Source: an optimization exercise on an open RTL-to-GDS flow (aim: small area and a short achievable clock period). Production flows keep margins and buffers that such runs may drop.
Only simulation tests tie the RTL to the original design; equivalence was not proved.
No activity file was given, so power comes from the tool's default toggle rates.

## fp_alu
module fp_alu (
    input  wire                     FPUCLK,
    input  wire                     RST,
    input  wire fpu_pkg::fp_word_t  a,
    input  wire fpu_pkg::fp_word_t  b,
    input  wire fpu_pkg::fp_op_e    ctrl,
    output fpu_pkg::fp_word_t       out
);
    logic                 v1, v2, v3;
    fpu_pkg::in_stage_t   s1;
    fpu_pkg::rows_stage_t s2;
    fpu_pkg::sum_stage_t  s3;
    fp_exp_stage u_exp (
        .FPUCLK (FPUCLK),
        .RST    (RST),
        .a      (a),
        .b      (b),
        .ctrl   (ctrl),
        .v1     (v1),
        .s1     (s1)
    );
    fp_align_stage u_align (
        .FPUCLK (FPUCLK),
        .RST    (RST),
        .v1     (v1),
        .s1     (s1),
        .v2     (v2),
        .s2     (s2)
    );
    fp_add_stage u_add (
        .FPUCLK (FPUCLK),
        .RST    (RST),
        .v2     (v2),
        .s2     (s2),
        .v3     (v3),
        .s3     (s3)
    );
    fp_norm_stage u_norm (
        .FPUCLK (FPUCLK),
        .RST    (RST),
        .v3     (v3),
        .s3     (s3),
        .out    (out)
    );
endmodule
Size in the first run: roughly 3000 cells after synthesis, roughly 270 flip-flops, roughly 26000 um^2 of cells after synthesis.
export LEC_CHECK = 0
export CAP_MARGIN = 85
export CORE_MARGIN = 2
export CORE_UTILIZATION = 40
export CTS_CLUSTER_DIAMETER = 150
export CTS_CLUSTER_SIZE = 20
export SLEW_MARGIN = 85
create_clock -name core_clock -period 14.5 [get_ports {FPUCLK}]
standard.sh (not shown) runs the stock make flow with config.mk's settings and CLKGATE_MAP_FILE= SYNTH_SCRIPT=/design/flow/synth_recipe.tcl, a recipe that flattens the netlist after the stock synthesis.
==> flow/flow/run.sh <==
#!/bin/bash
# The standard layout, except that the buffers placed on the ports are
# sky130_fd_sc_hd__buf_2 cells rather than the flow's default pick (a slow
# clkdlybuf4s50 delay cell). Everything else is standard.sh unchanged.
set -euo pipefail
export BUFFER_PORTS_ARGS="-buffer_cell sky130_fd_sc_hd__buf_2"
bash standard.sh > standard.log 2>&1
The first run ran to the end with no violations.
Edit:
Settings changed: CAP_MARGIN 85 to 70, CTS_CLUSTER_SIZE 20 to 26, SLEW_MARGIN 85 to 70.
=> Power decreases by about 18%; wire length fell by 6.2%; clock skew stays flat; setup slack improved by 4.7 ns; final area fell by about 20%; worst hold slack loses 0.0077 ns; sequential share of layout area is higher by 3.8 points; first-iteration DRC count falls by about 4.4%.
Edit:
==> flow/run.sh (new file) <==
#!/bin/bash
# synth_recipe.tcl (not shown) runs the flow's synth.tcl, then flattens the netlist and writes it again
# the make line also repeats each setting of config.mk as NAME=value (left out here)
make -C /OpenROAD-flow-scripts/flow DESIGN_CONFIG=/design/flow/config.mk WORK_HOME=/design/flow/orfs CLKGATE_MAP_FILE= SYNTH_SCRIPT=/design/flow/synth_recipe.tcl finish
Settings changed: CAP_MARGIN 70 to 20, CTS_CLUSTER_DIAMETER 150 to unset, CTS_CLUSTER_SIZE 26 to unset, SLEW_MARGIN 70 to 20.
removed: flow/flow/run.sh
removed: flow/standard.sh
The changed run finished with timing, DRC and antenna clean; via count is about the same; routed wire length goes down by 1.4%; power went up by 8.4%; clock power rises by 90%; die area is unchanged; clock skew came out lower by 0.0069 ns; non-clock buffer count is lower by 11; cell area goes up by 2.4%; utilization climbs by 1.0 points; worst setup slack degrades by 0.43 ns.

---

Another version of the RTL of fp_alu (not shown whole).
Size: about 2800 cells after synthesis, about 100 I/O pins, ~26000 um^2 of cells after synthesis.
==> flow/config.mk <==
export PLATFORM = sky130hd
export DESIGN_NAME = fp_alu
export DESIGN_NICKNAME = fp_alu
export VERILOG_FILES = /design/flow/design.v
export SDC_FILE = /design/flow/constraint.sdc
export NUM_CORES = 4
export LEC_CHECK = 0
export CAP_MARGIN = 70
export CORE_MARGIN = 2
export CORE_UTILIZATION = 40
export CTS_CLUSTER_DIAMETER = 150
export CTS_CLUSTER_SIZE = 20
export SLEW_MARGIN = 70
==> flow/constraint.sdc <==
create_clock -name core_clock -period 14.5 [get_ports {FPUCLK}]
set_input_delay 2.9000 -clock core_clock [delete_from_list [all_inputs] [get_ports {FPUCLK}]]
set_output_delay 2.9000 -clock core_clock [all_outputs]
set_load 0.01 [all_outputs]
==> flow/flow/run.sh <==
#!/bin/bash
# The standard layout (standard.sh) with two changes:
#  - the buffers placed on the ports are sky130_fd_sc_hd__buf_2 cells rather
#    than the flow's default pick (a slow clkdlybuf4s50 delay cell);
#  - after the standard synthesis, flow/fapol.py re-derives the inverters
#    around the full-adder cells (a full adder is self-dual), which removes
#    many inv_1 cells; registers and all other cells are left as they are.
# Each step's full output goes to a log file of its own in this folder.
set -euo pipefail
export BUFFER_PORTS_ARGS="-buffer_cell sky130_fd_sc_hd__buf_2"
R=orfs/results/sky130hd/fp_alu/base
bash standard.sh synth > synth.log 2>&1
cp $R/1_2_yosys.v yosys_netlist_orig.v
python3 flow/fapol.py yosys_netlist_orig.v $R/1_2_yosys.v > fapol.log 2>&1
touch $R/1_2_yosys.v
bash standard.sh > standard.log 2>&1
Other scripts of this flow, unchanged in this note and not shown: flow/flow/fapol.py
The starting point produced a clean layout.
Rerun with:
--- a/flow/config.mk
+++ b/flow/config.mk
@@ -12,2 +12,3 @@
 export CTS_CLUSTER_SIZE = 20
+export PLACE_DENSITY = 0.75
 export SLEW_MARGIN = 70
Sequential power is about the same.
Core utilization drops by 0.43 points.
Clock power shrinks by about 7%.
Maximum frequency rose by 3.0%.
Routed wire length went down by 7.4%.
First-iteration DRC count rose by 15%.

---

fp_alu, a different RTL version from the one above (not shown whole).
For scale: ~100 I/O pins, ~26000 sq um of cells after synthesis.
## fp_alu
module fp_alu (
    input  wire                     FPUCLK,
    input  wire                     RST,
    input  wire fpu_pkg::fp_word_t  a,
    input  wire fpu_pkg::fp_word_t  b,
    input  wire fpu_pkg::fp_op_e    ctrl,
    output fpu_pkg::fp_word_t       out
);
    logic                 v1, v2, v3;
    fpu_pkg::in_stage_t   s1;
    fpu_pkg::rows_stage_t s2;
    fpu_pkg::sum_stage_t  s3;
    fp_exp_stage u_exp (
        .FPUCLK (FPUCLK),
        .RST    (RST),
        .a      (a),
        .b      (b),
        .ctrl   (ctrl),
        .v1     (v1),
        .s1     (s1)
    );
    fp_align_stage u_align (
        .FPUCLK (FPUCLK),
        .RST    (RST),
        .v1     (v1),
        .s1     (s1),
        .v2     (v2),
        .s2     (s2)
    );
    fp_add_stage u_add (
        .FPUCLK (FPUCLK),
        .RST    (RST),
        .v2     (v2),
        .s2     (s2),
        .v3     (v3),
        .s3     (s3)
    );
    fp_norm_stage u_norm (
        .FPUCLK (FPUCLK),
        .RST    (RST),
        .v3     (v3),
        .s3     (s3),
        .out    (out)
    );
endmodule
Settings: LEC_CHECK=0, CAP_MARGIN=20, CORE_MARGIN=2, CORE_UTILIZATION=40, SLEW_MARGIN=20; clock period 14.5 ns.
run.sh (not shown) runs the stock make flow with config.mk's settings and CLKGATE_MAP_FILE= SYNTH_SCRIPT=/design/flow/synth_recipe.tcl, a recipe that flattens the netlist after the stock synthesis.
Stock flow here: none of the scripts above is used.
==> next run, changes <==
--- a/flow/config.mk
+++ b/flow/config.mk
@@ -9,3 +9,4 @@
 export CORE_MARGIN = 2
 export CORE_UTILIZATION = 40
+export CTS_BUF_LIST = sky130_fd_sc_hd__clkbuf_4 sky130_fd_sc_hd__clkbuf_8
 export SLEW_MARGIN = 20
After rerunning: Power barely changes; worst setup slack improves by 0.080 ns; sequential power is about the same.

---

## the baseline
Another version of the RTL of fp_alu (not shown whole).
For scale: ~3100 cells after synthesis, about 270 flip-flops, about 100 I/O pins.
clock: 14.5 ns
lec_check: 0
cap_margin: 20
core_margin: 2
core_utilization: 40
slew_margin: 20
Input-level comparison between the candidate and the baseline:
==> flow/flow/run.sh (new file) <==
#!/bin/bash
# The standard layout, except that the buffers placed on the ports are
# sky130_fd_sc_hd__buf_2 cells rather than the flow's default pick (a slow
# clkdlybuf4s50 delay cell). Everything else is standard.sh unchanged.
set -euo pipefail
export BUFFER_PORTS_ARGS="-buffer_cell sky130_fd_sc_hd__buf_2"
bash standard.sh > standard.log 2>&1
==> flow/standard.sh (new file) <==
#!/bin/bash
# synth_recipe.tcl (not shown) runs the flow's synth.tcl, then flattens the netlist and writes it again
# the make line also repeats each setting of config.mk as NAME=value (left out here)
make -C /OpenROAD-flow-scripts/flow DESIGN_CONFIG=/design/flow/config.mk WORK_HOME=/design/flow/orfs CLKGATE_MAP_FILE= SYNTH_SCRIPT=/design/flow/synth_recipe.tcl "${@:-finish}"
removed: flow/run.sh
### Flow results
For the baseline, the last element of the critical path was u_align.s2[48]$_DFF_P_, unlike the candidate, where it was u_align.s2[55]$_DFF_P_.
The candidate ends up with lower core utilization than the baseline does.
The baseline has a lower worst setup slack after layout than the candidate.
Compared with the baseline, the candidate shows weighted congestion at the end of routability-driven global placement that has gone down slightly.
NOTE: synthesis-to-layout area growth in the candidate falls short of that of the baseline

---

== build 57 ==
fp_alu with an RTL version that a note above also has.
Size in the first run: ~3000 cells after synthesis, roughly 280 flip-flops.
Settings: LEC_CHECK=0, CAP_MARGIN=70, CORE_MARGIN=2, CORE_UTILIZATION=40, CTS_CLUSTER_DIAMETER=150, CTS_CLUSTER_SIZE=20, PLACE_DENSITY=0.75, SLEW_MARGIN=70, SYNTH_HIERARCHICAL=1; clock period 14.5 ns.
standard.sh (not shown) runs the stock make flow with config.mk's settings and CLKGATE_MAP_FILE= SYNTH_SCRIPT=/design/flow/synth_recipe.tcl, a recipe that flattens the netlist after the stock synthesis.
==> flow/flow/run.sh <==
#!/bin/bash
# The standard layout, except that the buffers placed on the ports are
# sky130_fd_sc_hd__buf_2 cells rather than the flow's default pick (a slow
# clkdlybuf4s50 delay cell). Everything else is standard.sh unchanged.
set -euo pipefail
export BUFFER_PORTS_ARGS="-buffer_cell sky130_fd_sc_hd__buf_2"
bash standard.sh > standard.log 2>&1
Setup changes, build 57 to build 93
- SYNTH_HIERARCHICAL no longer set, was 1
## What came out
- In the tables for build 93 and build 57, global-route wire length before repair reads lower with build 93.
- Compare build 93 and build 57 | vertical die dimension lower: build 93
- Between build 93 and build 57, it is build 93 whose logic depth of the worst setup path including buffers is higher, by 2.
- Build 93 ended up with u_add.s3[15] as its endpoint of the worst setup timing path; build 57 ended up with u_norm.out[29].
- [build 93] area share of xor/xnor cells in the synthesized design rose 0.71 points relative to build 57
- Relative to build 57, number of design-rule violations left by the first detailed-router iteration has decreased by about 28% in build 93.
- As far as post-cts hold buffer count goes, build 57 and build 93 are indistinguishable; the numbers are identical.
- Build 93 ended up with u_align.s2[112] as its launching instance or port of the critical path; build 57 ended up with u_add.s3[13].
- In build 93, the basic-gate share of the synthesized area counting and, or, nand and nor cells came out 1.3 points below the value in build 57.
- Looking at area of all sequential standard cells, build 93 sits about 1% below build 57.
## Diff of input files: build 83 against build 93
- PLACE_DENSITY no longer set, was 0.75
Notes after the runs:
No run among build 93 and build 83 stopped early or left any final violation; all are clean. Build 83 vs. build 93: power density normalized to cell area shows no meaningful change; power neither gained nor lost much; number of global-route vias before repair moved up; total wire length after detailed routing went up; post-route worst hold slack went up. Build 93 -> build 83: final cell count flat.
--- input diff build 83..build 11 ---
- CTS_CLUSTER_SIZE: 20 -> 26
- CAP_MARGIN: 70 -> 50
- SLEW_MARGIN: 70 -> 50
Findings:
Build 11: PASS, flow complete, no timing, DRC or antenna violations
On power density over cell area, build 11 and build 83 are neck and neck.
Compared with build 83, in build 11 sequential group power has remained practically unchanged, total global routing track utilization was more or less identical, final area shrank by about 1.6%, routed wire length stayed essentially flat.
Build 11 has largest net degree at the start of global routing above what build 83 had.
When build 11 is set beside build 83, its multi-input combinational cell area turns out to be 0.70% smaller.
Between build 11 and build 83, the difference in wire length of the first global-routing pass is negligible.
--- input diff build 11..build 10 ---
- changing CAP_MARGIN from 50 to 60
- setting PLACE_DENSITY to 0.75 for the first time
- changing SLEW_MARGIN from 50 to 60
- changing CTS_CLUSTER_SIZE from 26 to 20
==> comparison <==
- Row fraction of area in multi-input gates: build 10 lower / build 11 higher
- ~same required arrival time at the worst endpoint in build 10 and build 11
- Per the comparison of build 10 with build 11, starting DRC count in detailed routing picked up an extra 479, depth of the most critical reg-to-reg path climbed 1, worst hold slack decreased by 0.0073 ns relative to the old numbers, sequential share of layout area closely matched the old numbers.
Relative to build 10, the following input files were edited for build 56:
- putting CTS_BUF_LIST at sky130_fd_sc_hd__clkbuf_8 sky130_fd_sc_hd__clkbuf_16 where nothing was set
- swapping 60 for 70 in SLEW_MARGIN
- swapping 60 for 70 in CAP_MARGIN
==> comparison <==
Timing, DRC, antenna: 0 failures across build 56 and build 10
Max clock-pin transition on the worst setup and hold timing paths across build 56 and build 10: build 56
Diff build 10 -> build 56: setup slack grew by 0.25 ns; synthesized cell area barely changed.
Build 56 ended up with a higher count of plain and timing-repair buffers than build 10 did.
Delta (build 56 minus build 10): final area went up about 0.9%; ratio of cells with drive above 1 in the final layout went up 0.57 points.

---

## garnet
RTL: one of the versions met above, not the one the previous note started from.
Size in the first run: about 270 flip-flops, about 100 I/O pins, about 26000 um^2 of cells after synthesis.
## fp_alu
module fp_alu (
    input  wire                     FPUCLK,
    input  wire                     RST,
    input  wire fpu_pkg::fp_word_t  a,
    input  wire fpu_pkg::fp_word_t  b,
    input  wire fpu_pkg::fp_op_e    ctrl,
    output fpu_pkg::fp_word_t       out
);
==> flow/config.mk <==
export PLATFORM = sky130hd
export DESIGN_NAME = fp_alu
export DESIGN_NICKNAME = fp_alu
export VERILOG_FILES = /design/flow/design.v
export SDC_FILE = /design/flow/constraint.sdc
export NUM_CORES = 4
export LEC_CHECK = 0
export CAP_MARGIN = 20
export CORE_MARGIN = 2
export CORE_UTILIZATION = 40
export CTS_CLUSTER_DIAMETER = 150
export CTS_CLUSTER_SIZE = 30
export SLEW_MARGIN = 20
==> flow/constraint.sdc <==
create_clock -name core_clock -period 14.5 [get_ports {FPUCLK}]
set_input_delay 2.9000 -clock core_clock [delete_from_list [all_inputs] [get_ports {FPUCLK}]]
set_output_delay 2.9000 -clock core_clock [all_outputs]
set_load 0.01 [all_outputs]
Scripts as last shown in full above: flow/flow/run.sh
garnet | stages: all done | timing, DRC, antenna: all pass
diff inputs: garnet => pepper
-- flow/config.mk --
<<< garnet, line 9
export CORE_MARGIN = 2
export CORE_UTILIZATION = 40
export CTS_CLUSTER_DIAMETER = 150
export CTS_CLUSTER_SIZE = 30
export SLEW_MARGIN = 20
>>> pepper, line 9
export CORE_MARGIN = 2
export CORE_UTILIZATION = 40
export SLEW_MARGIN = 20
Notes after the runs:
Per the comparison of pepper with garnet, area of the mapped netlist has remained practically unchanged, clock tree buffer count of the final layout has increased, utilization has increased, pin slew with the least headroom to its limit has decreased.
~same global-route usage in garnet and pepper
Changes in fjord relative to pepper:
-- flow/config.mk --
<<< pepper, line 6
export NUM_CORES = 4
export LEC_CHECK = 0
export CAP_MARGIN = 20
export CORE_MARGIN = 2
export CORE_UTILIZATION = 40
export SLEW_MARGIN = 20
>>> fjord, line 6
export NUM_CORES = 4
export LEC_CHECK = 0
export CAP_MARGIN = 50
export CORE_MARGIN = 2
export CORE_UTILIZATION = 40
export CTS_CLUSTER_DIAMETER = 150
export CTS_CLUSTER_SIZE = 26
export SLEW_MARGIN = 50
Results
- pepper → fjord: non-clock buffer count in the final layout now larger; routed wirelength normalized by instance count now larger; highest achievable clock rate now larger.
- Between fjord and pepper, worst setup slack is higher for fjord, pepper comes in under that.
- [compare] base=pepper new=fjord: synthesis-to-layout area growth fell 2.4 points, internal power fell 12%, static leakage fell 2.6%, hold slack rose 0.0089 ns.
## Diff of input files: juniper against fjord
==> flow/config.mk <==
export PLATFORM = sky130hd
export DESIGN_NAME = fp_alu
export DESIGN_NICKNAME = fp_alu
export VERILOG_FILES = /design/flow/design.v
export SDC_FILE = /design/flow/constraint.sdc
export NUM_CORES = 4
export LEC_CHECK = 0
export CAP_MARGIN = 20
export CORE_MARGIN = 2
export CORE_UTILIZATION = 55
export SLEW_MARGIN = 20
==> comparison <==
juniper: no failed stages, no open violations at the end
The sequential share of layout area of juniper falls short of that of fjord by 0.18 points.
juniper vs fjord: average routed wire per standard cell up in juniper
Compared with fjord, juniper shows buffering overhead lower by 0.17 points.
Between fjord and juniper, the reported sequential group power figures differ only marginally.
Re met2 usage in global routing: juniper is 11 points up on fjord.
[juniper] overall global routing resource usage rose 9.5 points relative to fjord
fjord → juniper: share of power burned in registers moved down; number of buffers created by CTS now larger; met3 capacity usage during global routing now sits higher.

## re-timing with driven ports
In the flow no input, the clock included, has a driving cell. The finished layouts below were timed again as built, in two steps. Step 1 (the two cells are an assumption about what drives the block):
set clk [get_ports {FPUCLK}]
set_driving_cell -lib_cell sky130_fd_sc_hd__clkbuf_16 $clk
set_driving_cell -lib_cell sky130_fd_sc_hd__buf_2 [delete_from_list [all_inputs] $clk]
Step 2 also shifts input and output timing later by t, the mid clock arrival at the registers, as if the neighbouring blocks saw the same clock. a / b / c = ideal / step 1 / step 2; a / b = the first two.
run	t (ns)	setup WS [ns]	hold WS [ns]	worst register clock-pin slew, ns	cell pins on the clock port's net
the first run of note 1	0.619	5.639 / 5.639 / 5.639	0.332 / 0.332 / 0.332	0.11 / 0.11	1
the second run of note 1	0.607	10.388 / 10.388 / 10.388	0.324 / 0.324 / 0.324	0.12 / 0.12	1
the third run of note 1	0.626	9.960 / 9.960 / 9.960	0.323 / 0.323 / 0.323	0.06 / 0.06	1
the first run of note 2	0.608	10.203 / 10.203 / 10.203	0.331 / 0.331 / 0.331	0.10 / 0.10	1
the second run of note 2	0.589	10.329 / 10.329 / 10.329	0.329 / 0.329 / 0.329	0.09 / 0.09	1
the first run of note 3	0.624	9.694 / 9.727 / 9.103	0.325 / 0.325 / 0.325	0.07 / 0.07	1
the second run of note 3	0.684	9.775 / 9.789 / 9.124	0.327 / 0.327 / 0.327	0.08 / 0.08	1
the baseline	0.624	9.575 / 9.575 / 9.575	0.326 / 0.326 / 0.326	0.07 / 0.07	1
the candidate	0.680	9.667 / 9.667 / 9.667	0.324 / 0.324 / 0.324	0.06 / 0.06	1
build 57	0.605	10.414 / 10.414 / 10.414	0.331 / 0.331 / 0.331	0.11 / 0.11	1
build 93	0.610	10.400 / 10.400 / 10.400	0.329 / 0.329 / 0.329	0.10 / 0.10	1
build 83	0.605	10.419 / 10.419 / 10.419	0.333 / 0.333 / 0.333	0.10 / 0.10	1
build 11	0.585	10.033 / 10.033 / 10.033	0.337 / 0.337 / 0.337	0.11 / 0.11	1
build 10	0.613	10.152 / 10.152 / 10.152	0.330 / 0.330 / 0.330	0.10 / 0.10	1
build 56	0.611	10.400 / 10.400 / 10.400	0.329 / 0.329 / 0.329	0.10 / 0.10	1
garnet	0.600	9.892 / 9.892 / 9.892	0.336 / 0.336 / 0.336	0.12 / 0.12	1
pepper	0.663	9.899 / 9.899 / 9.899	0.325 / 0.325 / 0.325	0.07 / 0.07	1
fjord	0.609	10.140 / 10.140 / 10.140	0.334 / 0.334 / 0.334	0.11 / 0.11	1
juniper	0.639	9.735 / 9.735 / 9.735	0.325 / 0.325 / 0.325	0.07 / 0.07	1
After both steps every run listed still meets setup and hold. The setup slack of the second run of note 3, which loses most, moves by +0.014 ns with the drivers and by -0.651 ns with both steps.
